This is an optimization exercise on Yosys and OpenROAD, whose aim is small area, a short achievable clock period and few clock cycles per item, not a production implementation. At most, simulation tests tie the RTL to the original design; equivalence was not proved. For runs 4 to 6, only the layout was checked, not whether the RTL still works. No activity file was given, so power comes from the tool's default toggle rates.

File: flow/standard.sh
#!/bin/bash
# synth_recipe.tcl (not shown) runs the flow's synth.tcl, then flattens the netlist and writes it again
# the make line also repeats each setting of config.mk as NAME=value (left out here)
make -C /OpenROAD-flow-scripts/flow DESIGN_CONFIG=/design/flow/config.mk WORK_HOME=/design/flow/orfs CLKGATE_MAP_FILE= SYNTH_SCRIPT=/design/flow/synth_recipe.tcl "${@:-finish}"
File: flow/constraint.sdc
create_clock -name core_clock -period 8.0 [get_ports {clk}]
set_input_delay 1.6000 -clock core_clock [delete_from_list [all_inputs] [get_ports {clk}]]
set_output_delay 1.6000 -clock core_clock [all_outputs]
set_load 0.01 [all_outputs]
File: flow/design.v
package conv1d_pkg;
  localparam int ADDR_W   = 7;
  localparam int DATA_W   = 32;
  localparam int SAMPLE_W = 8;
  localparam int NUM_TAPS = 4;
  localparam int COUNT_W  = 7;
  localparam int SUM_W    = 18;
  localparam logic [7:0] REG_CTRL   = 8'h00;
  localparam logic [7:0] REG_STATUS = 8'h04;
  localparam logic [7:0] REG_TAPS   = 8'h08;
  localparam logic [7:0] REG_SRC    = 8'h0C;
  localparam logic [7:0] REG_DST    = 8'h10;
  localparam logic [7:0] REG_COUNT  = 8'h14;
endpackage
module conv1d_fa (
  input  logic a,
  input  logic b,
  input  logic c,
  output logic s,
  output logic co
);
  assign s  = a ^ b ^ c;
  assign co = (a & b) | (a & c) | (b & c);
endmodule
module conv1d_han (
  input  logic a_n,
  input  logic b_n,
  output logic s_n,
  output logic co_n
);
  assign s_n  = ~(a_n ^ b_n);
  assign co_n = a_n | b_n;
endmodule
module conv1d_datapath (
  input  logic [7:0]    xa_i,
  input  logic [7:0]    ta_i,
  input  logic [7:0]    xb_i,
  input  logic [7:0]    tb_i,
  input  logic [17:0]   fs_n_i,
  input  logic [17:0]   fc_n_i,
  output logic [17:0]   s_n_o,
  output logic [17:0]   c_n_o
);
  logic [7:0][7:0] ppa, ppb;
  always_comb begin
    for (int i = 0; i < 8; i++) begin
      for (int k = 0; k < 8; k++) begin
        ppa[i][k] = ~(xa_i[i] & ta_i[k]);
        ppb[i][k] = ~(xb_i[i] & tb_i[k]);
      end
    end
  end
  logic s0, c0, s1, c1, s2, c2, s3, c3;
  logic s4, c4, s5, c5, s6, c6, s7, c7;
  logic s8, c8, s9, c9, s10, c10, s11, c11;
  logic s12, c12, s13, c13, s14, c14, s15, c15;
  logic s16, c16, s17, c17, s18, c18, s19, c19;
  logic s20, c20, s21, c21, s22, c22, s23, c23;
  logic s24, c24, s25, c25, s26, c26, s27, c27;
  logic s28, c28, s29, c29, s30, c30, s31, c31;
  logic s32, c32, s33, c33, s34, c34, s35, c35;
  logic s36, c36, s37, c37, s38, c38, s39, c39;
  logic s40, c40, s41, c41, s42, c42, s43, c43;
  logic s44, c44, s45, c45, s46, c46, s47, c47;
  logic s48, c48, s49, c49, s50, c50, s51, c51;
  logic s52, c52, s53, c53, s54, c54, s55, c55;
  logic s56, c56, s57, c57, s58, c58, s59, c59;
  logic s60, c60, s61, c61, s62, c62, s63, c63;
  logic s64, c64, s65, c65, s66, c66, s67, c67;
  logic s68, c68, s69, c69, s70, c70, s71, c71;
  logic s72, c72, s73, c73, s74, c74, s75, c75;
  logic s76, c76, s77, c77, s78, c78, s79, c79;
  logic s80, c80, s81, c81, s82, c82, s83, c83;
  logic s84, c84, s85, c85, s86, c86, s87, c87;
  logic s88, c88, s89, c89, s90, c90, s91, c91;
  logic s92, c92, s93, c93, s94, c94, s95, c95;
  logic s96, c96, s97, c97, s98, c98, s99, c99;
  logic s100, c100, s101, c101, s102, c102, s103, c103;
  logic s104, c104, s105, c105, s106, c106, s107, c107;
  logic s108, c108, s109, c109, s110, c110, s111, c111;
  logic s112, c112, s113, c113, s114, c114, s115, c115;
  logic s116, c116, s117, c117, s118, c118, s119, c119;
  logic s120, c120, s121, c121, s122, c122, s123, c123;
  logic s124, c124, s125, c125, s126, c126, s127, c127;
  logic s128, c128, s129, c129, s130, c130, s131, c131;
  logic s132, c132, s133, c133, s134, c134, s135, c135;
  logic s136, c136, s137, c137;
  conv1d_han u_ha1 (.a_n(fs_n_i[5]), .b_n(fc_n_i[5]), .s_n(s0), .co_n(c0));
  conv1d_fa u_fa2 (.a(fs_n_i[6]), .b(fc_n_i[6]), .c(ppa[0][6]), .s(s1), .co(c1));
  conv1d_fa u_fa3 (.a(ppb[0][6]), .b(ppa[1][5]), .c(ppb[1][5]), .s(s2), .co(c2));
  conv1d_fa u_fa4 (.a(fs_n_i[7]), .b(fc_n_i[7]), .c(ppa[0][7]), .s(s3), .co(c3));
  conv1d_fa u_fa5 (.a(ppb[0][7]), .b(ppa[1][6]), .c(ppb[1][6]), .s(s4), .co(c4));
  conv1d_fa u_fa6 (.a(ppa[2][5]), .b(ppb[2][5]), .c(ppa[3][4]), .s(s5), .co(c5));
  conv1d_han u_ha7 (.a_n(ppb[3][4]), .b_n(ppa[4][3]), .s_n(s6), .co_n(c6));
  conv1d_fa u_fa8 (.a(fs_n_i[8]), .b(fc_n_i[8]), .c(ppa[1][7]), .s(s7), .co(c7));
  conv1d_fa u_fa9 (.a(ppb[1][7]), .b(ppa[2][6]), .c(ppb[2][6]), .s(s8), .co(c8));
  conv1d_fa u_fa10 (.a(ppa[3][5]), .b(ppb[3][5]), .c(ppa[4][4]), .s(s9), .co(c9));
  conv1d_han u_ha11 (.a_n(ppb[4][4]), .b_n(ppa[5][3]), .s_n(s10), .co_n(c10));
  conv1d_fa u_fa12 (.a(fs_n_i[9]), .b(fc_n_i[9]), .c(ppa[2][7]), .s(s11), .co(c11));
  conv1d_fa u_fa13 (.a(ppb[2][7]), .b(ppa[3][6]), .c(ppb[3][6]), .s(s12), .co(c12));
  conv1d_han u_ha14 (.a_n(ppa[4][5]), .b_n(ppb[4][5]), .s_n(s13), .co_n(c13));
  conv1d_fa u_fa15 (.a(fs_n_i[10]), .b(fc_n_i[10]), .c(ppa[3][7]), .s(s14), .co(c14));
  conv1d_han u_ha16 (.a_n(fs_n_i[3]), .b_n(fc_n_i[3]), .s_n(s15), .co_n(c15));
  conv1d_fa u_fa17 (.a(fs_n_i[4]), .b(fc_n_i[4]), .c(ppa[0][4]), .s(s16), .co(c16));
  conv1d_fa u_fa18 (.a(ppb[0][4]), .b(ppa[1][3]), .c(ppb[1][3]), .s(s17), .co(c17));
  conv1d_fa u_fa19 (.a(ppa[0][5]), .b(ppb[0][5]), .c(ppa[1][4]), .s(s18), .co(c18));
  conv1d_fa u_fa20 (.a(ppb[1][4]), .b(ppa[2][3]), .c(ppb[2][3]), .s(s19), .co(c19));
  conv1d_fa u_fa21 (.a(ppa[3][2]), .b(ppb[3][2]), .c(ppa[4][1]), .s(s20), .co(c20));
  conv1d_fa u_fa22 (.a(ppa[2][4]), .b(ppb[2][4]), .c(ppa[3][3]), .s(s21), .co(c21));
  conv1d_fa u_fa23 (.a(ppb[3][3]), .b(ppa[4][2]), .c(ppb[4][2]), .s(s22), .co(c22));
  conv1d_fa u_fa24 (.a(ppa[5][1]), .b(ppb[5][1]), .c(ppa[6][0]), .s(s23), .co(c23));
  conv1d_han u_ha25 (.a_n(ppb[6][0]), .b_n(c0), .s_n(s24), .co_n(c24));
  conv1d_fa u_fa26 (.a(ppb[4][3]), .b(ppa[5][2]), .c(ppb[5][2]), .s(s25), .co(c25));
  conv1d_fa u_fa27 (.a(ppa[6][1]), .b(ppb[6][1]), .c(ppa[7][0]), .s(s26), .co(c26));
  conv1d_fa u_fa28 (.a(ppb[7][0]), .b(c1), .c(c2), .s(s27), .co(c27));
  conv1d_fa u_fa29 (.a(s3), .b(s4), .c(s5), .s(s28), .co(c28));
  conv1d_fa u_fa30 (.a(ppb[5][3]), .b(ppa[6][2]), .c(ppb[6][2]), .s(s29), .co(c29));
  conv1d_fa u_fa31 (.a(ppa[7][1]), .b(ppb[7][1]), .c(c3), .s(s30), .co(c30));
  conv1d_fa u_fa32 (.a(c4), .b(c5), .c(c6), .s(s31), .co(c31));
  conv1d_fa u_fa33 (.a(s7), .b(s8), .c(s9), .s(s32), .co(c32));
  conv1d_fa u_fa34 (.a(ppa[5][4]), .b(ppb[5][4]), .c(ppa[6][3]), .s(s33), .co(c33));
  conv1d_fa u_fa35 (.a(ppb[6][3]), .b(ppa[7][2]), .c(ppb[7][2]), .s(s34), .co(c34));
  conv1d_fa u_fa36 (.a(c7), .b(c8), .c(c9), .s(s35), .co(c35));
  conv1d_fa u_fa37 (.a(c10), .b(s11), .c(s12), .s(s36), .co(c36));
  conv1d_fa u_fa38 (.a(ppb[3][7]), .b(ppa[4][6]), .c(ppb[4][6]), .s(s37), .co(c37));
  conv1d_fa u_fa39 (.a(ppa[5][5]), .b(ppb[5][5]), .c(ppa[6][4]), .s(s38), .co(c38));
  conv1d_fa u_fa40 (.a(ppb[6][4]), .b(ppa[7][3]), .c(ppb[7][3]), .s(s39), .co(c39));
  conv1d_fa u_fa41 (.a(c11), .b(c12), .c(c13), .s(s40), .co(c40));
  conv1d_fa u_fa42 (.a(fs_n_i[11]), .b(fc_n_i[11]), .c(ppa[4][7]), .s(s41), .co(c41));
  conv1d_fa u_fa43 (.a(ppb[4][7]), .b(ppa[5][6]), .c(ppb[5][6]), .s(s42), .co(c42));
  conv1d_fa u_fa44 (.a(ppa[6][5]), .b(ppb[6][5]), .c(ppa[7][4]), .s(s43), .co(c43));
  conv1d_fa u_fa45 (.a(fs_n_i[12]), .b(fc_n_i[12]), .c(ppa[5][7]), .s(s44), .co(c44));
  conv1d_fa u_fa46 (.a(fs_n_i[2]), .b(fc_n_i[2]), .c(ppa[0][2]), .s(s45), .co(c45));
  conv1d_fa u_fa47 (.a(ppa[0][3]), .b(ppb[0][3]), .c(ppa[1][2]), .s(s46), .co(c46));
  conv1d_fa u_fa48 (.a(ppb[1][2]), .b(ppa[2][1]), .c(ppb[2][1]), .s(s47), .co(c47));
  conv1d_fa u_fa49 (.a(ppa[2][2]), .b(ppb[2][2]), .c(ppa[3][1]), .s(s48), .co(c48));
  conv1d_fa u_fa50 (.a(ppb[3][1]), .b(ppa[4][0]), .c(ppb[4][0]), .s(s49), .co(c49));
  conv1d_han u_ha51 (.a_n(c15), .b_n(s16), .s_n(s50), .co_n(c50));
  conv1d_fa u_fa52 (.a(ppb[4][1]), .b(ppa[5][0]), .c(ppb[5][0]), .s(s51), .co(c51));
  conv1d_fa u_fa53 (.a(c16), .b(c17), .c(s0), .s(s52), .co(c52));
  conv1d_fa u_fa54 (.a(s18), .b(s19), .c(s20), .s(s53), .co(c53));
  conv1d_fa u_fa55 (.a(c18), .b(c19), .c(c20), .s(s54), .co(c54));
  conv1d_fa u_fa56 (.a(s21), .b(s22), .c(s23), .s(s55), .co(c55));
  conv1d_fa u_fa57 (.a(s1), .b(s2), .c(s24), .s(s56), .co(c56));
  conv1d_fa u_fa58 (.a(c21), .b(c22), .c(c23), .s(s57), .co(c57));
  conv1d_fa u_fa59 (.a(s25), .b(s26), .c(s6), .s(s58), .co(c58));
  conv1d_fa u_fa60 (.a(c24), .b(s27), .c(s28), .s(s59), .co(c59));
  conv1d_fa u_fa61 (.a(c25), .b(c26), .c(s29), .s(s60), .co(c60));
  conv1d_fa u_fa62 (.a(s10), .b(c27), .c(c28), .s(s61), .co(c61));
  conv1d_fa u_fa63 (.a(s30), .b(s31), .c(s32), .s(s62), .co(c62));
  conv1d_fa u_fa64 (.a(c29), .b(s33), .c(s34), .s(s63), .co(c63));
  conv1d_fa u_fa65 (.a(s13), .b(c30), .c(c31), .s(s64), .co(c64));
  conv1d_fa u_fa66 (.a(c32), .b(s35), .c(s36), .s(s65), .co(c65));
  conv1d_fa u_fa67 (.a(c33), .b(c34), .c(s37), .s(s66), .co(c66));
  conv1d_fa u_fa68 (.a(s38), .b(s39), .c(s14), .s(s67), .co(c67));
  conv1d_fa u_fa69 (.a(c35), .b(c36), .c(s40), .s(s68), .co(c68));
  conv1d_fa u_fa70 (.a(ppb[7][4]), .b(c37), .c(c38), .s(s69), .co(c69));
  conv1d_fa u_fa71 (.a(c39), .b(c14), .c(s41), .s(s70), .co(c70));
  conv1d_fa u_fa72 (.a(s42), .b(s43), .c(c40), .s(s71), .co(c71));
  conv1d_fa u_fa73 (.a(ppb[5][7]), .b(ppa[6][6]), .c(ppb[6][6]), .s(s72), .co(c72));
  conv1d_fa u_fa74 (.a(ppa[7][5]), .b(ppb[7][5]), .c(c41), .s(s73), .co(c73));
  conv1d_fa u_fa75 (.a(c42), .b(c43), .c(s44), .s(s74), .co(c74));
  conv1d_fa u_fa76 (.a(fs_n_i[13]), .b(fc_n_i[13]), .c(ppa[6][7]), .s(s75), .co(c75));
  conv1d_fa u_fa77 (.a(ppb[6][7]), .b(ppa[7][6]), .c(ppb[7][6]), .s(s76), .co(c76));
  conv1d_fa u_fa78 (.a(fs_n_i[1]), .b(fc_n_i[1]), .c(ppa[0][1]), .s(s77), .co(c77));
  conv1d_fa u_fa79 (.a(ppb[0][2]), .b(ppa[1][1]), .c(ppb[1][1]), .s(s78), .co(c78));
  conv1d_han u_ha80 (.a_n(ppa[2][0]), .b_n(ppb[2][0]), .s_n(s79), .co_n(c79));
  conv1d_fa u_fa81 (.a(ppa[3][0]), .b(ppb[3][0]), .c(c45), .s(s80), .co(c80));
  conv1d_fa u_fa82 (.a(s15), .b(s46), .c(s47), .s(s81), .co(c81));
  conv1d_fa u_fa83 (.a(c46), .b(c47), .c(s48), .s(s82), .co(c82));
  conv1d_fa u_fa84 (.a(s49), .b(s17), .c(s50), .s(s83), .co(c83));
  conv1d_fa u_fa85 (.a(c48), .b(c49), .c(s51), .s(s84), .co(c84));
  conv1d_fa u_fa86 (.a(c50), .b(s52), .c(s53), .s(s85), .co(c85));
  conv1d_fa u_fa87 (.a(c51), .b(c52), .c(c53), .s(s86), .co(c86));
  conv1d_fa u_fa88 (.a(s54), .b(s55), .c(s56), .s(s87), .co(c87));
  conv1d_fa u_fa89 (.a(c54), .b(c55), .c(s57), .s(s88), .co(c88));
  conv1d_fa u_fa90 (.a(s58), .b(c56), .c(s59), .s(s89), .co(c89));
  conv1d_fa u_fa91 (.a(c57), .b(c58), .c(s60), .s(s90), .co(c90));
  conv1d_fa u_fa92 (.a(c59), .b(s61), .c(s62), .s(s91), .co(c91));
  conv1d_fa u_fa93 (.a(c60), .b(s63), .c(c61), .s(s92), .co(c92));
  conv1d_fa u_fa94 (.a(s64), .b(c62), .c(s65), .s(s93), .co(c93));
  conv1d_fa u_fa95 (.a(c63), .b(s66), .c(s67), .s(s94), .co(c94));
  conv1d_fa u_fa96 (.a(c64), .b(c65), .c(s68), .s(s95), .co(c95));
  conv1d_fa u_fa97 (.a(c66), .b(c67), .c(s69), .s(s96), .co(c96));
  conv1d_fa u_fa98 (.a(s70), .b(c68), .c(s71), .s(s97), .co(c97));
  conv1d_fa u_fa99 (.a(s72), .b(c69), .c(c70), .s(s98), .co(c98));
  conv1d_fa u_fa100 (.a(s73), .b(s74), .c(c71), .s(s99), .co(c99));
  conv1d_fa u_fa101 (.a(c72), .b(c44), .c(s75), .s(s100), .co(c100));
  conv1d_fa u_fa102 (.a(s76), .b(c73), .c(c74), .s(s101), .co(c101));
  conv1d_fa u_fa103 (.a(fs_n_i[14]), .b(fc_n_i[14]), .c(ppa[7][7]), .s(s102), .co(c102));
  conv1d_fa u_fa104 (.a(ppb[7][7]), .b(c75), .c(c76), .s(s103), .co(c103));
  conv1d_han u_ha105 (.a_n(fs_n_i[0]), .b_n(fc_n_i[0]), .s_n(s104), .co_n(c104));
  conv1d_fa u_fa106 (.a(ppb[0][1]), .b(ppa[1][0]), .c(ppb[1][0]), .s(s105), .co(c105));
  conv1d_fa u_fa107 (.a(c77), .b(s78), .c(s79), .s(s106), .co(c106));
  conv1d_fa u_fa108 (.a(c78), .b(c79), .c(s80), .s(s107), .co(c107));
  conv1d_fa u_fa109 (.a(c80), .b(c81), .c(s82), .s(s108), .co(c108));
  conv1d_fa u_fa110 (.a(c82), .b(s84), .c(c83), .s(s109), .co(c109));
  conv1d_fa u_fa111 (.a(c84), .b(c85), .c(s86), .s(s110), .co(c110));
  conv1d_fa u_fa112 (.a(c86), .b(s88), .c(c87), .s(s111), .co(c111));
  conv1d_fa u_fa113 (.a(c88), .b(s90), .c(c89), .s(s112), .co(c112));
  conv1d_fa u_fa114 (.a(c90), .b(s92), .c(c91), .s(s113), .co(c113));
  conv1d_fa u_fa115 (.a(s94), .b(c92), .c(c93), .s(s114), .co(c114));
  conv1d_fa u_fa116 (.a(c94), .b(s96), .c(c95), .s(s115), .co(c115));
  conv1d_fa u_fa117 (.a(c96), .b(s98), .c(c97), .s(s116), .co(c116));
  conv1d_fa u_fa118 (.a(s100), .b(c98), .c(s101), .s(s117), .co(c117));
  conv1d_fa u_fa119 (.a(s102), .b(c100), .c(s103), .s(s118), .co(c118));
  conv1d_fa u_fa120 (.a(fs_n_i[15]), .b(fc_n_i[15]), .c(c102), .s(s119), .co(c119));
  conv1d_han u_ha121 (.a_n(ppa[0][0]), .b_n(ppb[0][0]), .s_n(s120), .co_n(c120));
  conv1d_fa u_fa122 (.a(c104), .b(s105), .c(s77), .s(s121), .co(c121));
  conv1d_fa u_fa123 (.a(c105), .b(s45), .c(s106), .s(s122), .co(c122));
  conv1d_fa u_fa124 (.a(c106), .b(s81), .c(s107), .s(s123), .co(c123));
  conv1d_fa u_fa125 (.a(c107), .b(s108), .c(s83), .s(s124), .co(c124));
  conv1d_fa u_fa126 (.a(c108), .b(s85), .c(s109), .s(s125), .co(c125));
  conv1d_fa u_fa127 (.a(c109), .b(s87), .c(s110), .s(s126), .co(c126));
  conv1d_fa u_fa128 (.a(c110), .b(s89), .c(s111), .s(s127), .co(c127));
  conv1d_fa u_fa129 (.a(s91), .b(c111), .c(s112), .s(s128), .co(c128));
  conv1d_fa u_fa130 (.a(s93), .b(c112), .c(s113), .s(s129), .co(c129));
  conv1d_fa u_fa131 (.a(s95), .b(c113), .c(s114), .s(s130), .co(c130));
  conv1d_fa u_fa132 (.a(s97), .b(c114), .c(s115), .s(s131), .co(c131));
  conv1d_fa u_fa133 (.a(s99), .b(c115), .c(s116), .s(s132), .co(c132));
  conv1d_fa u_fa134 (.a(c99), .b(s117), .c(c116), .s(s133), .co(c133));
  conv1d_fa u_fa135 (.a(c101), .b(s118), .c(c117), .s(s134), .co(c134));
  conv1d_fa u_fa136 (.a(c103), .b(s119), .c(c118), .s(s135), .co(c135));
  conv1d_fa u_fa137 (.a(fs_n_i[16]), .b(fc_n_i[16]), .c(c119), .s(s136), .co(c136));
  conv1d_han u_ha138 (.a_n(fs_n_i[17]), .b_n(fc_n_i[17]), .s_n(s137), .co_n(c137));
  assign s_n_o[0] = s104;
  assign c_n_o[0] = s120;
  assign s_n_o[1] = c120;
  assign c_n_o[1] = s121;
  assign s_n_o[2] = c121;
  assign c_n_o[2] = s122;
  assign s_n_o[3] = c122;
  assign c_n_o[3] = s123;
  assign s_n_o[4] = c123;
  assign c_n_o[4] = s124;
  assign s_n_o[5] = c124;
  assign c_n_o[5] = s125;
  assign s_n_o[6] = c125;
  assign c_n_o[6] = s126;
  assign s_n_o[7] = c126;
  assign c_n_o[7] = s127;
  assign s_n_o[8] = c127;
  assign c_n_o[8] = s128;
  assign s_n_o[9] = c128;
  assign c_n_o[9] = s129;
  assign s_n_o[10] = c129;
  assign c_n_o[10] = s130;
  assign s_n_o[11] = c130;
  assign c_n_o[11] = s131;
  assign s_n_o[12] = c131;
  assign c_n_o[12] = s132;
  assign s_n_o[13] = c132;
  assign c_n_o[13] = s133;
  assign s_n_o[14] = s134;
  assign c_n_o[14] = c133;
  assign s_n_o[15] = s135;
  assign c_n_o[15] = c134;
  assign s_n_o[16] = s136;
  assign c_n_o[16] = c135;
  assign s_n_o[17] = s137;
  assign c_n_o[17] = c136;
endmodule
`timescale 1ns/1ps
module conv1d_top (
  input  logic        clk,
  input  logic        rst_n,
  input  logic        psel_i,
  input  logic        penable_i,
  input  logic        pwrite_i,
  input  logic [7:0]  paddr_i,
  input  logic [31:0] pwdata_i,
  output logic [31:0] prdata_o,
  output logic        pready_o,
  output logic        pslverr_o,
  output logic        mem_req_o,
  output logic        mem_we_o,
  output logic [6:0]  mem_addr_o,
  output logic [31:0] mem_wdata_o,
  input  logic [31:0] mem_rdata_i,
  output logic        done_o
);
  localparam int SW = conv1d_pkg::SUM_W;
  logic sel_ctrl_q, sel_stat_q, sel_taps_q, sel_src_q, sel_dst_q, sel_cnt_q, bad_q;
  always_ff @(posedge clk) begin
    sel_ctrl_q <= (paddr_i == conv1d_pkg::REG_CTRL);
    sel_stat_q <= (paddr_i == conv1d_pkg::REG_STATUS);
    sel_taps_q <= (paddr_i == conv1d_pkg::REG_TAPS);
    sel_src_q  <= (paddr_i == conv1d_pkg::REG_SRC);
    sel_dst_q  <= (paddr_i == conv1d_pkg::REG_DST);
    sel_cnt_q  <= (paddr_i == conv1d_pkg::REG_COUNT);
    bad_q      <= !(paddr_i == conv1d_pkg::REG_CTRL  || paddr_i == conv1d_pkg::REG_STATUS ||
                    paddr_i == conv1d_pkg::REG_TAPS  || paddr_i == conv1d_pkg::REG_SRC ||
                    paddr_i == conv1d_pkg::REG_DST   || paddr_i == conv1d_pkg::REG_COUNT);
  end
  logic wr;
  assign wr        = psel_i & penable_i & pwrite_i;
  assign pready_o  = 1'b1;
  assign pslverr_o = bad_q;
  logic [31:0] taps_q;
  logic [6:0]  src_q, dst_q, cnt_q;
  always_ff @(posedge clk or posedge rst_n) begin
    if (rst_n) begin
      taps_q <= '0;
      src_q  <= '0;
      dst_q  <= '0;
      cnt_q  <= '0;
    end else begin
      if (wr && sel_taps_q) taps_q <= pwdata_i;
      if (wr && sel_src_q)  src_q  <= pwdata_i[6:0];
      if (wr && sel_dst_q)  dst_q  <= pwdata_i[6:0];
      if (wr && sel_cnt_q)  cnt_q  <= pwdata_i[6:0];
    end
  end
  logic       run_q;      
  logic       done_q;
  logic       req_q, we_q;
  logic       ph_q;       
  logic [1:0] fs_q;       
  logic [6:0] wl_q;       
  logic [6:0] rdp_q, wrp_q;
  logic       rv_q;       
  logic start, setup_start, load;
  logic spec_q;           
  assign start       = wr & sel_ctrl_q & pwdata_i[0] & ~run_q;
  assign setup_start = psel_i & ~penable_i & pwrite_i & (paddr_i == conv1d_pkg::REG_CTRL) &
                       pwdata_i[0] & ~run_q & (cnt_q != '0);
  assign load        = setup_start | (start & ~spec_q);
  logic       rd_now, wr_now;
  logic [6:0] wl_d;
  assign rd_now = req_q & ~we_q;
  assign wr_now = req_q & we_q;
  assign wl_d   = wl_q - {6'd0, wr_now};
  logic nx_rd, nx_wr, last;
  always_comb begin
    nx_rd = 1'b0;
    nx_wr = 1'b0;
    last  = 1'b0;
    if (run_q || (start && spec_q)) begin
      if (!ph_q) begin
        nx_rd = fs_q[1] || (wl_d > ((fs_q == 2'd1) ? 7'd1 : 7'd2));
      end else if (fs_q == 2'd3) begin
        nx_rd = 1'b1;
      end else if (fs_q == 2'd0) begin
        nx_wr = 1'b1;
        last  = (wl_q == 7'd1);
      end
    end
  end
  always_ff @(posedge clk or posedge rst_n) begin
    if (rst_n) begin
      run_q  <= 1'b0;
      done_q <= 1'b0;
      req_q  <= 1'b0;
      spec_q <= 1'b0;
    end else begin
      spec_q <= setup_start;
      if (start) begin
        run_q  <= (cnt_q != '0);
        done_q <= (cnt_q == '0);
      end else if (last) begin
        run_q  <= 1'b0;
        done_q <= 1'b1;
      end
      if (load) begin
        req_q <= (cnt_q != '0);
      end else begin
        req_q <= nx_rd | nx_wr;
      end
    end
  end
  always_ff @(posedge clk) ph_q <= ph_d;
  always_ff @(posedge clk) begin
    rv_q <= rd_now;
    if (load) begin
      we_q  <= 1'b0;
      fs_q  <= 2'd3;
      wl_q  <= cnt_q;
      rdp_q <= src_q;
      wrp_q <= dst_q;
    end else begin
      we_q <= nx_wr;
      if (ph_q && fs_q != 2'd0) fs_q <= fs_q - 2'd1;
      wl_q <= wl_d;
      if (rd_now) rdp_q <= rdp_q + 7'd1;
      if (wr_now) wrp_q <= wrp_q + 7'd1;
    end
  end
  assign mem_req_o  = req_q;
  assign mem_we_o   = we_q;
  assign mem_addr_o = we_q ? wrp_q : rdp_q;
  logic [7:0]    xa_q, xb_q, xc_q;
  logic [SW-1:0] acc_q;
  always_ff @(posedge clk) begin
    if (rv_q) begin
      xb_q <= mem_rdata_i[7:0];
      xc_q <= xb_q;
      xa_q <= xc_q;
    end
  end
  logic          ph_d;
  logic [7:0]    ta_q, tb_q;
  assign ph_d = load ? 1'b0 : ~ph_q;
  always_ff @(posedge clk) begin
    ta_q <= ph_d ? taps_q[15:8]  : taps_q[7:0];
    tb_q <= ph_d ? taps_q[31:24] : taps_q[23:16];
  end
  logic [SW-1:0] s_n_q, c_n_q, s_n_d, c_n_d;
  conv1d_datapath u_dp (
    .xa_i   (xa_q),
    .ta_i   (ta_q),
    .xb_i   (xb_q),
    .tb_i   (tb_q),
    .fs_n_i (s_n_q | {SW{~ph_q}}),
    .fc_n_i (c_n_q | {SW{~ph_q}}),
    .s_n_o  (s_n_d),
    .c_n_o  (c_n_d)
  );
  always_ff @(posedge clk) begin
    s_n_q <= s_n_d;
    c_n_q <= c_n_d;
  end
  logic [SW-1:0] res_q;
  always_ff @(posedge clk) begin
    if (!ph_q) res_q <= SW'(~s_n_q) + SW'(~c_n_q);
  end
  assign mem_wdata_o = {{(32-SW){1'b0}}, res_q};
  always_comb begin
    prdata_o = '0;
    prdata_o |= {32{sel_taps_q}} & taps_q;
    prdata_o[6:0] |= ({7{sel_src_q}} & src_q) | ({7{sel_dst_q}} & dst_q) | ({7{sel_cnt_q}} & cnt_q);
    prdata_o[1:0] |= {2{sel_stat_q}} & {done_q, run_q};
  end
  assign done_o = done_q;
endmodule
File: flow/flow/run.sh
#!/bin/bash
# Standard layout, with the smallest plain buffer on the ports.
set -euo pipefail
export BUFFER_PORTS_ARGS="-buffer_cell sky130_fd_sc_hd__buf_1"
bash standard.sh > standard.log 2>&1
File: flow/config.mk
export PLATFORM = sky130hd
export DESIGN_NAME = conv1d_top
export DESIGN_NICKNAME = conv1d_top
export VERILOG_FILES = /design/flow/design.v
export SDC_FILE = /design/flow/constraint.sdc
export NUM_CORES = 4
export LEC_CHECK = 0
export CAP_MARGIN = 20
export CORE_MARGIN = 2
export CORE_UTILIZATION = 40
export SETUP_SLACK_MARGIN = 4.5
export SLEW_MARGIN = 20
export SYNTH_HIERARCHICAL = 1
export SYNTH_MINIMUM_KEEP_SIZE = 0
==> flow_metrics.env, run 1 <==
export IMPL_total_power_mw=1.99
export IMPL_cts_tree="yes"
export IMPL_finalMaxSlewViolations=0
export IMPL_cap_violations=0
export IMPL_power_frac_seq_pct=50.6
export IMPL_hold_path_class="reg -> reg"
export IMPL_drc=0
export IMPL_chipWidth_um=177
export IMPL_combPwrFrac_pct=6.2
export IMPL_cts_buffers=17
export IMPL_worstRegToRegCells=8
export IMPL_clkLatencyLatePin_ps=440
export IMPL_antenna_found_initial=0
export IMPL_powerDensity_nw_per_um2=154
export IMPL_ir_worst_vdd_v=0.000160
export IMPL_reg2reg_from="xa_q[3]"
export IMPL_finalClockSkew_ps=11.5
export IMPL_setup_tns_ps=0
export IMPL_min_period_over_period_pct=43.4
export IMPL_clock_path_buffers=2
export IMPL_hold_viol=0
export IMPL_clock_sinks=184
export IMPL_rrSetupSlack_ps=4530
export IMPL_ant_nets=0
export IMPL_place_hpwl_um=18600
export IMPL_area_delta_synth_final_pct=7.76
export IMPL_htreeDepth=4
export IMPL_wire_per_inst_um=16.5
export IMPL_synth_avg_cell_area_sq_um=11.3
export IMPL_period_needed_ps=3470
export IMPL_drt_iter0_drc=361
export IMPL_ys_warn_count=8
export IMPL_syn_inst=1061
export IMPL_p_switching_uw=489
export IMPL_switching_share_pct=24.6
export IMPL_setup_worst_path_start_class="register"
export IMPL_reg2reg_to="c_n_q[10]"
export IMPL_row_count=63
export IMPL_io_pins=153
export IMPL_setup_viol=0
export IMPL_tightestPinTransition_ps=1010
export IMPL_grt_pass1_wl_um=41100
export IMPL_rsz0062_at_grt="true"
export IMPL_place_inst=1475
export IMPL_relSlewSlack_pct=32.9
export IMPL_min_to="xa_q[1]"
export IMPL_clk_pin_slew_worst_paths_ps=80
export IMPL_num_fill_cells=2872
export IMPL_vias=7344
export IMPL_cpPeakStageDelay_ps=540
export IMPL_hp_start="xc_q[1]"
export IMPL_antenna_cells=0
export IMPL_slowest_stage="fa_1"
export IMPL_grt_pass1_vias=7666
export IMPL_gp_congestion=0.833
export IMPL_vias_per_cell=4.82
export IMPL_cp_data_required_time_ps=8330
export IMPL_p_int_mw=1.50
export IMPL_synth_area_sq_um=11900
export IMPL_criticalPathCategory="reg -> reg"
export IMPL_crit_path_max_fanout=6
export IMPL_routed_wl_um=25200
export IMPL_core_sq_um=29500
export IMPL_pre_cts_slack_ps=4100
export IMPL_io_buffer_count=113
export IMPL_final_cell_mix="195 x nand2_1, 118 x fa_1, 113 x buf_1"
export IMPL_path_cells="buf_12 > nand2_1 > fa_2 > fa_1 > fa_2 > fa_2 > fa_1 > fa_1"
export IMPL_finalWorstSetupSlack_ps=4530
export IMPL_clockPowerShare_pct=43.3
export IMPL_hold_depth=0
export IMPL_hold_buffers=0
export IMPL_die_h_um=177
export IMPL_status="timing/DRC/antenna clean"
export IMPL_cts_root_buffer="clkbuf_16"
export IMPL_initial_core_util_pct=40.5
export IMPL_arrival_ps=3800
export IMPL_grt_usage_pct=17.0
export IMPL_mostFrequentLayoutCell="nand2_1"
export IMPL_clock_fmax_mhz=288
export IMPL_grt_overflow=0
export IMPL_drt_pass1_iter_count=5
export IMPL_grt_max_degree=58
export IMPL_nNetsFinal=1365
export IMPL_final_cell_count_no_fill=1525
export IMPL_cp_end_kind="register"
export IMPL_die_area_sq_um=31200
export IMPL_p_leak_nw=4.96
export IMPL_drive_above_1_share_pct=13.9
==> how the worst max path moves through the flow <==
stage	cells past startpoint	from	end
6_report	8	xa_q[3]	c_n_q[10]
5_1_grt	7	xa_q[1]	c_n_q[9]
4_1_cts	7	xa_q[1]	c_n_q[10]
3_5_place_dp	7	ph_q	c_n_q[10]
3_3_place_gp	7	ph_q	c_n_q[12]
2_1_floorplan	10	ph_q	c_n_q[10]
==> through the flow <==
step | hold slack (ps) | area (sq um) | util [%]
2_1_floorplan | 400 | 12000 | -
3_3_place_gp | 401 | 12100 | 41.0
3_5_place_dp | 405 | 12100 | 41.0
4_1_cts | 417 | 12800 | 43.5
5_1_grt | 418 | 12900 | 43.6
6_report | 412 | 12900 | 43.6
==> critical path, delay by kind of cell (launching register included) <==
kind                     cells  cell delay [ps]
AND/OR/NAND/NOR              1               80
flip-flops                   1              430
buffers and inverters        1              160
adder cells (fa/ha/maj)      6             2680
==> power groups by stage <==
stage                     Combinational [mW]  Sequential [mW]  Clock (mW)
after CTS                              0.124             1.01       0.884
after global placement                 0.115             1.03           0
final                                  0.122             1.00       0.859
after global routing                   0.141             1.01       0.919
after floorplan                        0.104             1.02           0
after detailed placement               0.118             1.03           0
==> cell type report <==
type	count	area [sq um]	area share, %
clock buffer	21	503	3.91
timing repair buffer	134	598	4.65
sequential	184	4550	35.4
multi-input combinational	689	6260	48.7
tap	390	488	3.79
clock inverter	11	98.8	0.768
inverter	96	360	2.80
==> layer usage <==
| metal | track usage (%) | up-vias | part of all wire, % |
|---|---|---|---|
| met1 | 23.7 | 3631 | 47 |
| met5 | 0 | - | 0 |
| met4 | 5.20 | 0 | 1.6 |
| li1 | - | 3475 | - |
| met2 | 26.2 | 216 | 45 |
| met3 | 4.15 | 22 | 6.1 |
==> timing repair <==
item                       CTS  global route
pin swaps                    2            10
setup endpoints to repair   31             6
cloned                       0             0
gates resized for setup      9             8
setup buffers               16             2
==> sequential cells by signal (all words and copies together), names as in the netlist, 2 cells and up <==
| signal | count |
|---|---|
| src_q | 7 |
| xa_q | 8 |
| ta_q | 8 |
| wrp_q | 7 |
| cnt_q | 7 |
| tb_q | 8 |
| s_n_q | 18 |
| wl_q | 7 |
| fs_q | 2 |
| res_q | 18 |
| xb_q | 8 |
| rdp_q | 7 |
| taps_q | 32 |
| dst_q | 7 |
| c_n_q | 18 |
| xc_q | 8 |
Testbench counts, summed over its fixed seeds: cycles 5,000, items 1,988.
==> run 2: changes to the inputs <==
--- a/flow/config.mk
+++ b/flow/config.mk
@@ -10,2 +10,5 @@
 export CORE_UTILIZATION = 40
+export CTS_BUF_LIST = sky130_fd_sc_hd__clkbuf_4 sky130_fd_sc_hd__clkbuf_8
+export CTS_CLUSTER_DIAMETER = 60
+export CTS_CLUSTER_SIZE = 30
 export SETUP_SLACK_MARGIN = 4.5
==> run 2 against run 1 <==
Critical endpoint is now c_n_q[9]. Critical path depth shrank 1. Area after synthesis is the same. Final area shrank 1.3%. Non-clock buffer count grew 3. Fmax shrank 0.24%. Clock power shrank 21%. First-iteration DRC count grew 4.2%. Total power shrank 9.3%. Still clean. Global-route usage is essentially flat.
==> flow_metrics.env, run 2 <==
export IMPL_status="timing/DRC/antenna clean"
export IMPL_setup_worst_path_start_class="register"
export IMPL_area_delta_synth_final_pct=6.36
export IMPL_drc=0
export IMPL_multi_input_area_sq_um=6250
export IMPL_chipWidth_um=177
export IMPL_regMostFlops="taps_q"
export IMPL_hold_buffers=0
export IMPL_cp_data_required_time_ps=8370
export IMPL_largest_register_ffs=32
export IMPL_vias_per_cell=4.83
export IMPL_rsz0062_at_grt="true"
export IMPL_synth_avg_cell_area_sq_um=11.3
export IMPL_crit_cells=7
export IMPL_routed_wl_um=25200
export IMPL_grt_max_degree=58
export IMPL_ys_warn_count=8
export IMPL_period_needed_ps=3480
export IMPL_num_fill_cells=2890
export IMPL_io_buffer_count=113
export IMPL_drt_pass1_iter_count=5
export IMPL_cpMostUsedCell="fa_1"
export IMPL_nNetsFinal=1368
export IMPL_finalMaxSlewViolations=0
export IMPL_drive_above_1_share_pct=13.8
export IMPL_cts_root_buffer="clkbuf_8"
export IMPL_ir_worst_vdd_v=0.000103
export IMPL_antenna_cells=0
export IMPL_syn_inst=1061
export IMPL_tightestPinTransition_ps=1000
export IMPL_utilization_pct=43.1
export IMPL_setup_viol=0
export IMPL_startpoint="xa_q[2]"
export IMPL_p_leak_nw=4.88
export IMPL_hold_path_class="reg -> reg"
export IMPL_clock_path_buffers=2
export IMPL_slowest_stage="fa_1"
export IMPL_place_hpwl_um=18600
export IMPL_hold_viol=0
export IMPL_path_cells="nand2_1 > fa_1 > fa_1 > fa_1 > fa_2 > fa_1 > fa_1"
export IMPL_mostFrequentLayoutCell="nand2_1"
export IMPL_cts_tree="yes"
export IMPL_drt_iter0_drc=376
export IMPL_grt_pass1_wl_um=41200
export IMPL_wire_per_inst_um=16.5
export IMPL_rrSetupSlack_ps=4520
export IMPL_die_area_sq_um=31200
export IMPL_setup_tns_ps=0
export IMPL_clock_fmax_mhz=287
export IMPL_die_h_um=177
export IMPL_min_period_over_period_pct=43.5
export IMPL_reg2reg_from="xa_q[2]"
export IMPL_arrival_ps=3850
export IMPL_synth_area_sq_um=11900
export IMPL_cp_end_kind="register"
export IMPL_clk_pin_slew_worst_paths_ps=100
export IMPL_ant_nets=0
export IMPL_crit_buf_inv=0
export IMPL_clkLatencyLatePin_ps=490
export IMPL_crit_path_max_fanout=5
export IMPL_grt_overflow=0
export IMPL_cts_buffers=17
export IMPL_antenna_found_initial=0
export IMPL_cpLargestDelayFamily="adder cells"
export IMPL_io_pins=153
export IMPL_clock_sinks=184
export IMPL_initial_core_util_pct=40.5
export IMPL_grt_pass1_vias=7682
export IMPL_worstRegToRegCells=7
export IMPL_final_cell_mix="196 x nand2_1, 121 x fa_1, 113 x buf_1"
export IMPL_criticalPathCategory="reg -> reg"
export IMPL_vias=7377
export IMPL_htreeDepth=4
export IMPL_cap_violations=0
export IMPL_row_count=63
export IMPL_finalClockSkew_ps=19.9
export IMPL_reg2reg_to="c_n_q[9]"
export IMPL_endpoint="c_n_q[9]"
export IMPL_powerDensity_nw_per_um2=142
export IMPL_core_sq_um=29500
export IMPL_regArea_sq_um=4550
export IMPL_relSlewSlack_pct=33.0
export IMPL_cpPeakStageDelay_ps=580
export IMPL_gp_congestion=0.833
export IMPL_grt_usage_pct=17.0
-- run 2: worst reg2reg max path, cell delays in order (launching register included) --
cell and delay [ps]:
edfxtp_1 490, nand2_1 120, fa_1 580, fa_1 440, fa_1 450, fa_2 400, fa_1 500, fa_1 400
-- run 2: metal layers --
layer / GRT usage, % / vias up / share of wire [%]
met2: 25.9 / 250 / 45
met1: 23.5 / 3620 / 46
li1: - / 3476 / -
met3: 4.49 / 31 / 6.8
met4: 6.06 / 0 / 2.0
met5: 0 / - / 0
-- run 2: how the worst min path moves through the flow --
stage               startpoint  endpoint  slack, ps  cells past startpoint
floorplan              xc_q[0]   xa_q[0]        400                      0
global placement       xc_q[3]   xa_q[3]        400                      0
detailed placement     xc_q[1]   xa_q[1]        400                      0
CTS                    xc_q[1]   xa_q[1]        430                      0
global route           xc_q[1]   xa_q[1]        430                      0
finish                 xc_q[1]   xa_q[1]        420                      0
-- run 2: final cells by class --
cell class              count  share of cell area, %
multi-input cells         689                   49.3
flip-flops and latches    184                   35.9
clock buffers              19                   2.06
inverters                  96                   2.84
well taps                 390                   3.84
repair buffers            137                   4.89
clock inverters            13                   1.25
-- run 2: stage by stage --
stage	hold WS (ps)	cells	worst slack, ps	power, mW	area, sq um
finish	420	1528	4520	1.80	12700
global route	425	1528	4450	1.89	12700
CTS	426	1524	4490	1.83	12700
detailed placement	405	1475	4100	1.15	12100
global placement	401	1475	4120	1.14	12100
floorplan	400	1074	4420	1.13	12000
-- run 2: where the power goes --
part | internal, mW | total (mW) | leakage [nW] | switching [mW]
logic | 0.0492 | 0.123 | 2.75 | 0.0734
registers | 0.985 | 1.00 | 1.92 | 0.0188
clock network | 0.305 | 0.675 | 0.213 | 0.370
-- run 2: repair_timing --
item	4_1_cts	5_1_grt
pin swaps	2	8
setup endpoints to repair	46	7
gates resized for setup	9	5
setup buffers	17	4
==> run 3: changes to the inputs <==
==> flow/run.sh (new file) <==
#!/bin/bash
# synth_recipe.tcl (not shown) runs the flow's synth.tcl, then flattens the netlist and writes it again
# the make line also repeats each setting of config.mk as NAME=value (left out here)
make -C /OpenROAD-flow-scripts/flow DESIGN_CONFIG=/design/flow/config.mk WORK_HOME=/design/flow/orfs CLKGATE_MAP_FILE= SYNTH_SCRIPT=/design/flow/synth_recipe.tcl finish
--- a/flow/config.mk
+++ b/flow/config.mk
@@ -10,5 +10,2 @@
 export CORE_UTILIZATION = 40
-export CTS_BUF_LIST = sky130_fd_sc_hd__clkbuf_4 sky130_fd_sc_hd__clkbuf_8
-export CTS_CLUSTER_DIAMETER = 60
-export CTS_CLUSTER_SIZE = 30
 export SETUP_SLACK_MARGIN = 4.5
removed: flow/flow/run.sh
removed: flow/standard.sh
==> run 3 against run 2 <==
Sequential share of layout area shrank 2.7 points. Final area up 8.2%. Flip-flop and latch count unchanged. Highest routed layer unchanged. Clock power grew 25%. Area after synthesis stayed put. Critical endpoint is now c_n_q[8]. Global-route usage is 0.54 points higher. Total power rose by 11%. Via count grew 1.1%. Fmax down 0.94%.
==> flow_metrics.env, run 3 <==
export IMPL_cp_data_required_time_ps=8320
export IMPL_io_pins=153
export IMPL_setup_worst_path_start_class="register"
export IMPL_io_buffer_count=113
export IMPL_hold_buffers=0
export IMPL_vias_per_cell=4.86
export IMPL_powerDensity_nw_per_um2=146
export IMPL_final_cell_mix="190 x nand2_1, 118 x fa_1, 107 x clkdlybuf4s50_1"
export IMPL_synth_area_sq_um=11900
export IMPL_p_int_mw=1.53
export IMPL_status="timing/DRC/antenna clean"
export IMPL_clockPowerShare_pct=42.2
export IMPL_clock_fmax_mhz=285
export IMPL_hold_viol=0
export IMPL_place_hpwl_um=19000
export IMPL_finalClockSkew_ps=14.4
export IMPL_clkLatencyLatePin_ps=440
export IMPL_gp_congestion=0.883
export IMPL_synth_avg_cell_area_sq_um=11.3
export IMPL_core_sq_um=29500
export IMPL_initial_core_util_pct=40.5
export IMPL_period_needed_ps=3510
export IMPL_drt_iter0_drc=501
export IMPL_p_switching_uw=474
export IMPL_antenna_found_initial=0
export IMPL_min_period_over_period_pct=43.9
export IMPL_ant_nets=0
export IMPL_postPlaceCellArea_sq_um=12800
export IMPL_grt_usage_pct=17.6
export IMPL_num_fill_cells=2760
export IMPL_design_area_sq_um=13700
export IMPL_regMostFlops="taps_q"
export IMPL_clock_sinks=184
export IMPL_hold_path_class="reg -> reg"
export IMPL_grt_pass1_vias=7963
export IMPL_p_leak_nw=5.39
export IMPL_die_area_sq_um=31200
export IMPL_htreeDepth=4
export IMPL_cts_tree="yes"
export IMPL_grt_overflow=0
export IMPL_combPwrFrac_pct=7.6
export IMPL_ir_worst_vdd_v=0.000127
export IMPL_row_count=63
export IMPL_cts_root_buffer="clkbuf_16"
export IMPL_antenna_cells=0
export IMPL_die_h_um=177
export IMPL_tightestPinTransition_ps=1000
export IMPL_nNetsFinal=1375
export IMPL_arrival_ps=3840
export IMPL_power_frac_seq_pct=50.2
export IMPL_largest_register_ffs=32
export IMPL_criticalPathCategory="reg -> reg"
export IMPL_syn_inst=1061
export IMPL_drive_above_1_share_pct=15.1
export IMPL_wire_per_inst_um=17.2
export IMPL_relSlewSlack_pct=33.2
export IMPL_chipWidth_um=177
export IMPL_ys_warn_count=8
export IMPL_switching_share_pct=23.7
export IMPL_drc=0
export IMPL_cp_end_kind="register"
export IMPL_routed_wl_um=26400
export IMPL_grt_max_degree=58
export IMPL_cts_buffers=17
export IMPL_grt_pass1_wl_um=42400
export IMPL_rsz0062_at_grt="true"
export IMPL_setup_tns_ps=0
export IMPL_finalMaxSlewViolations=0
export IMPL_cap_violations=0
export IMPL_setup_viol=0
export IMPL_area_delta_synth_final_pct=15.1
export IMPL_drt_pass1_iter_count=5
export IMPL_mostFrequentLayoutCell="nand2_1"
export IMPL_total_power_mw=2.00
export IMPL_clock_path_buffers=2
export IMPL_vias=7459
export IMPL_clk_pin_slew_worst_paths_ps=70
export IMPL_crit_path_max_fanout=4
export IMPL_rrSetupSlack_ps=4490
run 3: final cells by class:
class / count / area, sq um / share of cell area, %
Timing Repair Buffer: 142 / 1440 / 10.5
Sequential cell: 184 / 4560 / 33.2
Clock inverter: 9 / 77.6 / 0.564
Tap cell: 390 / 488 / 3.55
Clock buffer: 23 / 512 / 3.72
Multi-Input combinational cell: 691 / 6310 / 45.9
Inverter: 96 / 360 / 2.62
run 3: path summary, 6_finish.rpt:
kind / to / cells after the start / start
min in group asynchronous: taps_q[18] / 3 / rst_n
min reg2reg: xa_q[1] / 0 / xc_q[1]
max in group asynchronous: run_q / 3 / rst_n
max: c_n_q[8] / 7 / xa_q[2]
min: xa_q[1] / 0 / xc_q[1]
max reg2reg: c_n_q[8] / 7 / xa_q[2]
run 3: layer usage:
metal,vias to the layer above,wire [um],track usage [%]
li1,3498,-,-
met1,3676,12400,24.9
met2,258,11800,26.6
met3,27,1720,4.23
met4,0,431,5.68
met5,-,0,0
run 3: worst max-delay path, cell delays in order, from the launching register on:
cell,delay [ps]
edfxtp_1,480
nand2_2,100
fa_1,530
fa_2,600
fa_2,440
fa_2,350
fa_1,500
fa_1,400
run 3: per-stage QoR:
step | worst slack (ps) | utilization [%] | std cells | hold WS [ps]
floorplan | 4420 | - | 1074 | 400
global placement | 3840 | 43.4 | 1475 | 401
detailed placement | 3800 | 43.4 | 1475 | 406
CTS | 4480 | 45.9 | 1526 | 416
global route | 4420 | 46.6 | 1535 | 424
finish | 4490 | 46.6 | 1535 | 418
run 3: power groups by stage:
stage / clock, mW / combinational [mW] / sequential [mW]
6_report: 0.845 / 0.152 / 1.00
3_5_place_dp: 0 / 0.148 / 1.03
5_1_grt: 0.908 / 0.171 / 1.01
3_3_place_gp: 0 / 0.147 / 1.03
2_1_floorplan: 0 / 0.104 / 1.02
4_1_cts: 0.869 / 0.154 / 1.00
run 3: repair_timing:
item | 4_1_cts | 5_1_grt
gates cloned | 2 | 3
resized for setup | 15 | 30
setup endpoints to repair | 79 | 40
pin swaps | 3 | 12
buffers inserted | 17 | 6
==> run 4: changes to the inputs <==
--- a/flow/design.v
+++ b/flow/design.v
@@ -321,8 +321,4 @@
   logic       rv_q;       
-  logic start, setup_start, load;
-  logic spec_q;           
-  assign start       = wr & sel_ctrl_q & pwdata_i[0] & ~run_q;
-  assign setup_start = psel_i & ~penable_i & pwrite_i & (paddr_i == conv1d_pkg::REG_CTRL) &
-                       pwdata_i[0] & ~run_q & (cnt_q != '0);
-  assign load        = setup_start | (start & ~spec_q);
+  logic start;
+  assign start = wr & sel_ctrl_q & pwdata_i[0] & ~run_q;
   logic       rd_now, wr_now;
@@ -337,3 +333,3 @@
     last  = 1'b0;
-    if (run_q || (start && spec_q)) begin
+    if (run_q) begin
       if (!ph_q) begin
@@ -353,5 +349,3 @@
       req_q  <= 1'b0;
-      spec_q <= 1'b0;
     end else begin
-      spec_q <= setup_start;
       if (start) begin
@@ -359,10 +353,9 @@
         done_q <= (cnt_q == '0);
-      end else if (last) begin
-        run_q  <= 1'b0;
-        done_q <= 1'b1;
-      end
-      if (load) begin
-        req_q <= (cnt_q != '0);
+        req_q  <= (cnt_q != '0);
       end else begin
         req_q <= nx_rd | nx_wr;
+        if (last) begin
+          run_q  <= 1'b0;
+          done_q <= 1'b1;
+        end
       end
@@ -373,3 +366,3 @@
     rv_q <= rd_now;
-    if (load) begin
+    if (start) begin
       we_q  <= 1'b0;
@@ -401,3 +394,3 @@
   logic [7:0]    ta_q, tb_q;
-  assign ph_d = load ? 1'b0 : ~ph_q;
+  assign ph_d = start ? 1'b0 : ~ph_q;
   always_ff @(posedge clk) begin
==> run 4 against run 3 <==
Sequential share of layout area is 0.36 points higher. Synthesized cell count is 0.66% lower. Clock skew is 2.1 ps lower. Area after synthesis is 0.78% lower. Still clean on timing, DRC and antenna. Highest routed layer unchanged. Wire length is 3.0% lower.
==> flow_metrics.env, run 4 <==
export IMPL_status="timing/DRC/antenna clean"
export IMPL_core_sq_um=29400
export IMPL_row_count=63
export IMPL_io_buffer_count=113
export IMPL_gp_congestion=0.840
export IMPL_p_leak_nw=5.16
export IMPL_drc=0
export IMPL_switching_share_pct=23.8
export IMPL_worstRegToRegCells=7
export IMPL_area_delta_synth_final_pct=14.2
export IMPL_die_area_sq_um=31000
export IMPL_period_needed_ps=3490
export IMPL_chipWidth_um=176
export IMPL_grt_pass1_vias=7788
export IMPL_hold_slack_ps=410
export IMPL_setup_viol=0
export IMPL_vias=7356
export IMPL_cts_root_buffer="clkbuf_16"
export IMPL_tightestPinTransition_ps=753
export IMPL_place_inst=1467
export IMPL_arrival_ps=3810
export IMPL_clockPowerShare_pct=42.6
export IMPL_io_pins=153
export IMPL_grt_pass1_wl_um=42000
export IMPL_initial_core_util_pct=40.3
export IMPL_p_int_mw=1.52
export IMPL_hold_viol=0
export IMPL_drt_iter0_drc=465
export IMPL_combPwrFrac_pct=7.5
export IMPL_clock_path_buffers=2
export IMPL_clock_sinks=183
export IMPL_regMostFlops="taps_q"
export IMPL_setup_tns_ps=0
export IMPL_cap_violations=0
export IMPL_clock_fmax_mhz=287
export IMPL_finalMaxSlewViolations=0
export IMPL_vias_per_cell=4.84
export IMPL_finalClockSkew_ps=12.3
export IMPL_utilization_pct=46.0
export IMPL_cts_tree="yes"
export IMPL_synth_area_sq_um=11800
export IMPL_nNetsFinal=1360
export IMPL_drive_above_1_share_pct=14.5
export IMPL_p_switching_uw=475
export IMPL_place_hpwl_um=18600
export IMPL_largest_register_ffs=32
export IMPL_clk_pin_slew_worst_paths_ps=80
export IMPL_htreeDepth=4
export IMPL_rsz0062_at_grt="true"
export IMPL_cp_data_required_time_ps=8320
export IMPL_final_cell_count_no_fill=1520
export IMPL_mostFrequentLayoutCell="nand2_1"
export IMPL_relSlewSlack_pct=49.8
export IMPL_hold_depth=0
export IMPL_cp_end_kind="register"
export IMPL_syn_inst=1054
export IMPL_grt_max_degree=57
export IMPL_min_period_over_period_pct=43.6
export IMPL_power_frac_seq_pct=49.9
export IMPL_wire_per_inst_um=16.8
export IMPL_cts_buffers=17
export IMPL_die_h_um=176
export IMPL_final_cell_mix="203 x nand2_1, 113 x fa_1, 111 x clkdlybuf4s50_1"
export IMPL_setup_worst_path_start_class="register"
export IMPL_ant_nets=0
export IMPL_ys_warn_count=8
export IMPL_ir_worst_vdd_v=0.000126
export IMPL_criticalPathCategory="reg -> reg"
export IMPL_crit_path_max_fanout=5
export IMPL_drt_pass1_iter_count=5
export IMPL_antenna_cells=0
export IMPL_grt_overflow=0
export IMPL_total_power_mw=1.99
export IMPL_clkLatencyLatePin_ps=440
export IMPL_hold_path_class="reg -> reg"
export IMPL_grt_usage_pct=17.4
export IMPL_synth_avg_cell_area_sq_um=11.2
export IMPL_powerDensity_nw_per_um2=147
export IMPL_antenna_found_initial=0
export IMPL_routed_wl_um=25600
run 4: power groups by stage:
stage / clock [mW] / sequential, mW / combinational (mW)
2_1_floorplan: 0 / 1.01 / 0.111
3_3_place_gp: 0 / 1.02 / 0.143
3_5_place_dp: 0 / 1.02 / 0.147
4_1_cts: 0.875 / 0.996 / 0.150
5_1_grt: 0.909 / 0.997 / 0.172
6_report: 0.850 / 0.995 / 0.149
run 4: worst max-delay path, stage by stage, from the launching register on:
cell and delay (ps):
edfxtp_1 500, nand2_1 150, fa_2 450, fa_2 580
fa_1 420, fa_2 350, fa_1 510, fa_1 410
run 4: repair_timing:
| action | CTS | global route |
|---|---|---|
| cloned | 0 | 1 |
| hold buffers | 0 | 0 |
| endpoints found under the setup margin | 75 | 16 |
| resized for setup | 14 | 11 |
| buffers inserted | 15 | 5 |
| pin swaps | 6 | 9 |
run 4: layer usage:
metal | vias up | wire [um] | track usage (%)
met4 | 0 | 548 | 5.61
met2 | 226 | 11200 | 26.5
met3 | 37 | 1670 | 4.82
li1 | 3460 | - | -
met1 | 3633 | 12200 | 24.3
met5 | - | 0 | 0
run 4: layout make-up:
class	instances	area [sq um]
Timing Repair Buffer	135	1330
Fill cell	2683	15900
Multi-Input combinational cell	690	6260
Sequential cell	183	4540
Inverter	90	338
Clock buffer	21	440
Tap cell	390	488
Clock inverter	11	141
run 4: worst paths after layout:
kind | slack, ps | end | start
setup / recovery | 4510 | c_n_q[9] | xa_q[3]
hold / removal | 410 | xa_q[1] | xc_q[1]
setup reg to reg | 4510 | c_n_q[9] | xa_q[3]
hold reg to reg | 410 | xa_q[1] | xc_q[1]
max in group asynchronous | 5810 | req_q | rst_n
min in group asynchronous | 1680 | taps_q[21] | rst_n
run 4: through the flow:
step | instance area, sq um | setup slack, ps
2_1_floorplan | 12000 | 4320
3_5_place_dp | 12700 | 3930
3_3_place_gp | 12700 | 3990
5_1_grt | 13500 | 4430
6_report | 13500 | 4510
4_1_cts | 13500 | 4470
==> run 5: changes to the inputs <==
--- a/flow/config.mk
+++ b/flow/config.mk
@@ -9,3 +9,3 @@
 export CORE_MARGIN = 2
-export CORE_UTILIZATION = 40
+export CORE_UTILIZATION = 65
 export SETUP_SLACK_MARGIN = 4.5
==> run 5 against run 4 <==
Still clean on timing, DRC and antenna. Final cell count decreased by 10%. Highest routed layer unchanged. Critical endpoint is now c_n_q[8]. Via count increased by 4.3%. Critical path type unchanged. Sequential power about the same.
==> flow_metrics.env, run 5 <==
export IMPL_setup_tns_ps=0
export IMPL_grt_pass1_vias=7798
export IMPL_tightestPinTransition_ps=751
export IMPL_setup_viol=0
export IMPL_antenna_found_initial=0
export IMPL_power_frac_seq_pct=48.6
export IMPL_routed_wl_um=25800
export IMPL_htreeDepth=4
export IMPL_min_period_over_period_pct=44.3
export IMPL_final_cell_mix="206 x nand2_1, 116 x fa_1, 111 x clkdlybuf4s50_1"
export IMPL_p_int_mw=1.56
export IMPL_hp_start="xc_q[7]"
export IMPL_p_leak_nw=5.21
export IMPL_finalMaxSlewViolations=0
export IMPL_num_fill_cells=1236
export IMPL_status="timing/DRC/antenna clean"
export IMPL_initial_core_util_pct=66.2
export IMPL_cts_buffers=17
export IMPL_syn_inst=1054
export IMPL_cts_tree="yes"
export IMPL_switching_share_pct=23.6
export IMPL_clock_fmax_mhz=282
export IMPL_ir_worst_vdd_v=0.000224
export IMPL_place_hpwl_um=18100
export IMPL_clock_sinks=183
export IMPL_row_count=49
export IMPL_chipWidth_um=139
export IMPL_synth_avg_cell_area_sq_um=11.2
export IMPL_relSlewSlack_pct=49.9
export IMPL_die_area_sq_um=19300
export IMPL_drt_pass1_iter_count=5
export IMPL_path_cells="nand2_1 > fa_1 > fa_1 > fa_2 > fa_2 > fa_1 > fa_1"
export IMPL_core_sq_um=17900
export IMPL_rrSetupSlack_ps=4450
export IMPL_regMostFlops="taps_q"
export IMPL_grt_pass1_wl_um=41000
export IMPL_powerDensity_nw_per_um2=153
export IMPL_cpMostUsedCell="fa_1"
export IMPL_criticalPathCategory="reg -> reg"
export IMPL_crit_buf_inv=0
export IMPL_arrival_ps=3850
export IMPL_rsz0062_at_grt="true"
export IMPL_setup_worst_path_start_class="register"
export IMPL_reg2reg_from="xb_q[1]"
export IMPL_drt_iter0_drc=529
export IMPL_vias_per_cell=5.63
export IMPL_pre_cts_slack_ps=3990
export IMPL_period_needed_ps=3550
export IMPL_p_switching_uw=482
export IMPL_drive_above_1_share_pct=14.4
export IMPL_clkLatencyLatePin_ps=440
export IMPL_area_delta_synth_final_pct=13.0
export IMPL_finalClockSkew_ps=21.4
export IMPL_cp_data_required_time_ps=8300
export IMPL_clock_path_buffers=2
export IMPL_cpPeakStageDelay_ps=580
export IMPL_antenna_cells=0
export IMPL_die_h_um=139
export IMPL_clockPowerShare_pct=44.0
export IMPL_reg2reg_to="c_n_q[8]"
export IMPL_utilization_pct=74.7
export IMPL_grt_overflow=0
export IMPL_io_buffer_count=113
export IMPL_hold_depth=0
export IMPL_combPwrFrac_pct=7.4
export IMPL_ant_nets=0
export IMPL_hold_viol=0
export IMPL_drc=0
export IMPL_grt_max_degree=57
export IMPL_ys_warn_count=8
export IMPL_cpLargestDelayFamily="adder cells"
export IMPL_grt_usage_pct=27.4
export IMPL_wire_per_inst_um=18.9
export IMPL_place_inst=1306
export IMPL_largest_register_ffs=32
export IMPL_cts_root_buffer="clkbuf_16"
export IMPL_min_to="xa_q[7]"
export IMPL_hold_path_class="reg -> reg"
export IMPL_worstRegToRegCells=7
export IMPL_clk_pin_slew_worst_paths_ps=80
export IMPL_finalWorstSetupSlack_ps=4450
export IMPL_slowest_stage="fa_1"
export IMPL_cap_violations=0
export IMPL_mostFrequentLayoutCell="nand2_1"
export IMPL_crit_path_max_fanout=3
export IMPL_cp_end_kind="register"
export IMPL_vias=7669
export IMPL_nNetsFinal=1362
export IMPL_synth_area_sq_um=11800
export IMPL_gp_congestion=0.915
export IMPL_final_cell_count_no_fill=1361
export IMPL_io_pins=153
-- run 5: area by class of cell --
class / instances / area, sq um / share of cell area (%)
multi-input cells: 690 / 6240 / 46.7
clock inverters: 14 / 188 / 1.40
well taps: 229 / 287 / 2.14
inverters: 90 / 338 / 2.53
repair buffers: 137 / 1340 / 10.0
flip-flops and latches: 183 / 4540 / 33.9
clock buffers: 18 / 439 / 3.28
-- run 5: metrics by stage --
stage / hold slack (ps) / power [mW] / cell area, sq um
3_3_place_gp: 401 / 1.16 / 12500
2_1_floorplan: 400 / 1.12 / 12000
5_1_grt: 428 / 2.12 / 13400
3_5_place_dp: 406 / 1.16 / 12500
4_1_cts: 420 / 2.06 / 13300
6_report: 416 / 2.04 / 13400
-- run 5: how the worst max path moves through the flow --
stage              from        end  slack, ps  depth (start not counted)
2_1_floorplan      ph_q   c_n_q[8]       4320                         10
3_5_place_dp   pwrite_i    tb_q[6]       3990                          5
6_report        xb_q[1]   c_n_q[8]       4450                          7
5_1_grt         xa_q[2]  c_n_q[10]       4390                          8
3_3_place_gp   pwrite_i    tb_q[1]       4020                          5
4_1_cts         xa_q[3]   c_n_q[8]       4450                          7
-- run 5: worst reg2reg max path: stages (launching register included) --
cell	delay [ps]
edfxtp_1	480
nand2_1	140
fa_1	450
fa_1	580
fa_2	450
fa_2	360
fa_1	530
fa_1	430
-- run 5: repair_timing --
| action | 4_1_cts | 5_1_grt |
|---|---|---|
| endpoints found under the hold margin | 0 | 0 |
| setup buffers | 20 | 2 |
| cloned | 0 | 1 |
| pin swaps | 7 | 4 |
| hold buffers | 0 | 0 |
| setup endpoints to repair | 74 | 12 |
| gates resized for setup | 18 | 3 |
-- run 5: routing by layer --
metal	vias to the layer above	wire length (um)	global-route usage (%)
li1	3472	-	-
met1	3770	11500	40.0
met2	380	11400	41.2
met3	47	2340	6.66
met4	0	546	8.29
met5	-	0	0
-- run 5: power by group through the flow --
stage / sequential [mW] / combinational [mW] / clock [mW]
floorplan: 1.01 / 0.111 / 0
global placement: 1.02 / 0.143 / 0
detailed placement: 1.02 / 0.147 / 0
CTS: 0.994 / 0.152 / 0.913
global route: 0.996 / 0.173 / 0.949
finish: 0.994 / 0.151 / 0.899
==> run 6: changes to the inputs <==
--- a/flow/config.mk
+++ b/flow/config.mk
@@ -9,4 +9,4 @@
 export CORE_MARGIN = 2
-export CORE_UTILIZATION = 65
-export SETUP_SLACK_MARGIN = 4.5
+export CORE_UTILIZATION = 40
+export SETUP_SLACK_MARGIN = 5
 export SLEW_MARGIN = 20
==> run 6 against run 5 <==
Still clean on timing, DRC and antenna. Critical path depth did not move. Worst hold slack improved by 4.1 ps. First-iteration DRC count fell by 5.7%. Sequential share of layout area fell by 1.7 points. Area after synthesis did not move. Count of clock-buffer cells in the layout rose by 3. Total power fell by 1.1%. Synthesized cell count did not move. Wire length rose by 7.0%. Via count fell by 0.89%. Clock power fell by 2.8%. Die area rose by 60%.
==> flow_metrics.env, run 6 <==
export IMPL_hold_viol=0
export IMPL_final_cell_mix="193 x nand2_1, 81 x inv_1, 81 x fa_1"
export IMPL_routed_wl_um=27600
export IMPL_arrival_ps=3850
export IMPL_largest_register_ffs=32
export IMPL_setup_tns_ps=0
export IMPL_cts_root_buffer="clkbuf_16"
export IMPL_finalWorstSetupSlack_ps=4470
export IMPL_io_buffer_count=113
export IMPL_cap_violations=0
export IMPL_vias_per_cell=4.88
export IMPL_drt_pass1_iter_count=5
export IMPL_cpLargestDelayFamily="adder cells"
export IMPL_grt_overflow=0
export IMPL_core_sq_um=29400
export IMPL_hold_buffers=0
export IMPL_grt_usage_pct=18.1
export IMPL_finalClockSkew_ps=14.4
export IMPL_ys_warn_count=8
export IMPL_clkLatencyLatePin_ps=440
export IMPL_grt_pass1_vias=8025
export IMPL_cts_buffers=17
export IMPL_path_cells="nand2_1 > fa_1 > fa_1 > fa_2 > fa_2 > fa_1 > fa_2"
export IMPL_total_power_mw=2.02
export IMPL_chipWidth_um=176
export IMPL_synth_avg_cell_area_sq_um=11.2
export IMPL_powerDensity_nw_per_um2=143
export IMPL_min_period_over_period_pct=44.2
export IMPL_syn_inst=1054
export IMPL_clk_pin_slew_worst_paths_ps=70
export IMPL_clock_fmax_mhz=283
export IMPL_nNetsFinal=1399
export IMPL_grt_max_degree=57
export IMPL_vias=7601
export IMPL_antenna_found_initial=0
export IMPL_num_fill_cells=2686
export IMPL_regMostFlops="taps_q"
export IMPL_startpoint="xb_q[1]"
export IMPL_slowest_stage="fa_1"
export IMPL_crit_path_max_fanout=3
export IMPL_cpPeakStageDelay_ps=550
export IMPL_setup_worst_path_start_class="register"
export IMPL_criticalPathCategory="reg -> reg"
export IMPL_hp_start="xc_q[0]"
export IMPL_area_delta_synth_final_pct=19.0
export IMPL_drive_above_1_share_pct=24.1
export IMPL_drc=0
export IMPL_p_leak_nw=5.58
export IMPL_cp_end_kind="register"
export IMPL_pre_cts_slack_ps=3890
export IMPL_cp_data_required_time_ps=8320
export IMPL_period_needed_ps=3530
export IMPL_mostFrequentLayoutCell="nand2_1"
export IMPL_htreeDepth=4
export IMPL_drt_iter0_drc=499
export IMPL_synth_area_sq_um=11800
export IMPL_wire_per_inst_um=17.7
export IMPL_cts_tree="yes"
export IMPL_hold_path_class="reg -> reg"
export IMPL_antenna_cells=0
export IMPL_initial_core_util_pct=40.3
export IMPL_rsz0062_at_grt="true"
export IMPL_relSlewSlack_pct=49.7
export IMPL_ant_nets=0
export IMPL_row_count=63
export IMPL_die_h_um=176
export IMPL_finalMaxSlewViolations=0
export IMPL_clock_path_buffers=2
export IMPL_status="timing/DRC/antenna clean"
export IMPL_place_hpwl_um=18900
export IMPL_utilization_pct=47.9
export IMPL_tightestPinTransition_ps=755
export IMPL_ir_worst_vdd_v=0.000102
export IMPL_die_area_sq_um=31000
export IMPL_clock_sinks=183
export IMPL_io_pins=153
export IMPL_crit_buf_inv=0
export IMPL_setup_viol=0
export IMPL_reg2reg_from="xb_q[1]"
export IMPL_grt_pass1_wl_um=43300
export IMPL_hold_slack_ps=420
export IMPL_gp_congestion=0.863
==> run 6: where the power goes <==
group	total [mW]	internal [mW]	switching, mW
clock network	0.874	0.469	0.404
registers	0.995	0.978	0.0166
logic	0.154	0.0750	0.0792
total	2.02	1.52	0.500
==> run 6: timing repair <==
| item | 4_1_cts | 5_1_grt |
|---|---|---|
| cloned | 2 | 3 |
| buffers inserted | 34 | 21 |
| endpoints found under the setup margin | 118 | 89 |
| resized for setup | 134 | 78 |
| pin swaps | 25 | 36 |
==> run 6: path summary, 6_finish.rpt <==
| kind | end | slack (ps) | depth (start not counted) |
|---|---|---|---|
| setup / recovery | c_n_q[8] | 4470 | 7 |
| hold / removal | xa_q[0] | 420 | 0 |
| setup reg to reg | c_n_q[8] | 4470 | 7 |
| hold reg to reg | xa_q[0] | 420 | 0 |
| max in group asynchronous | run_q | 5800 | 3 |
| min in group asynchronous | taps_q[24] | 1670 | 3 |
==> run 6: layer usage <==
metal | routed length, um | GRT usage, %
met1 | 12800 | 25.8
met2 | 12600 | 27.6
met3 | 1670 | 3.94
met4 | 510 | 5.72
met5 | 0 | 0
==> run 6: final cells by class <==
class	instances	area [sq um]	share of cell area [%]
multi-input combinational	692	6480	46.0
sequential	183	4540	32.2
timing repair buffer	172	1630	11.6
clock buffer	21	504	3.58
tap	390	488	3.46
inverter	90	338	2.40
clock inverter	11	109	0.772
==> run 6: worst register-to-register path: stages, from the launching register on <==
cell and delay (ps):
edfxtp_1 490, nand2_1 120, fa_1 530, fa_1 550, fa_2 450, fa_2 350
fa_1 500, fa_2 430
==> run 6: stage by stage <==
| stage | cell area [sq um] | std cells |
|---|---|---|
| floorplan | 12000 | 1067 |
| global placement | 12700 | 1467 |
| detailed placement | 12700 | 1467 |
| CTS | 13700 | 1535 |
| global route | 14100 | 1559 |
| finish | 14100 | 1559 |

Re-timed with assumed drivers on the ports (clkbuf_16 on the clock, buf_2 on other inputs), run 6 has 4.467 ns of setup slack against 4.467 ns with ideal ports, and 4.467 ns once port delays also move by the mid clock arrival of 0.485 ns.
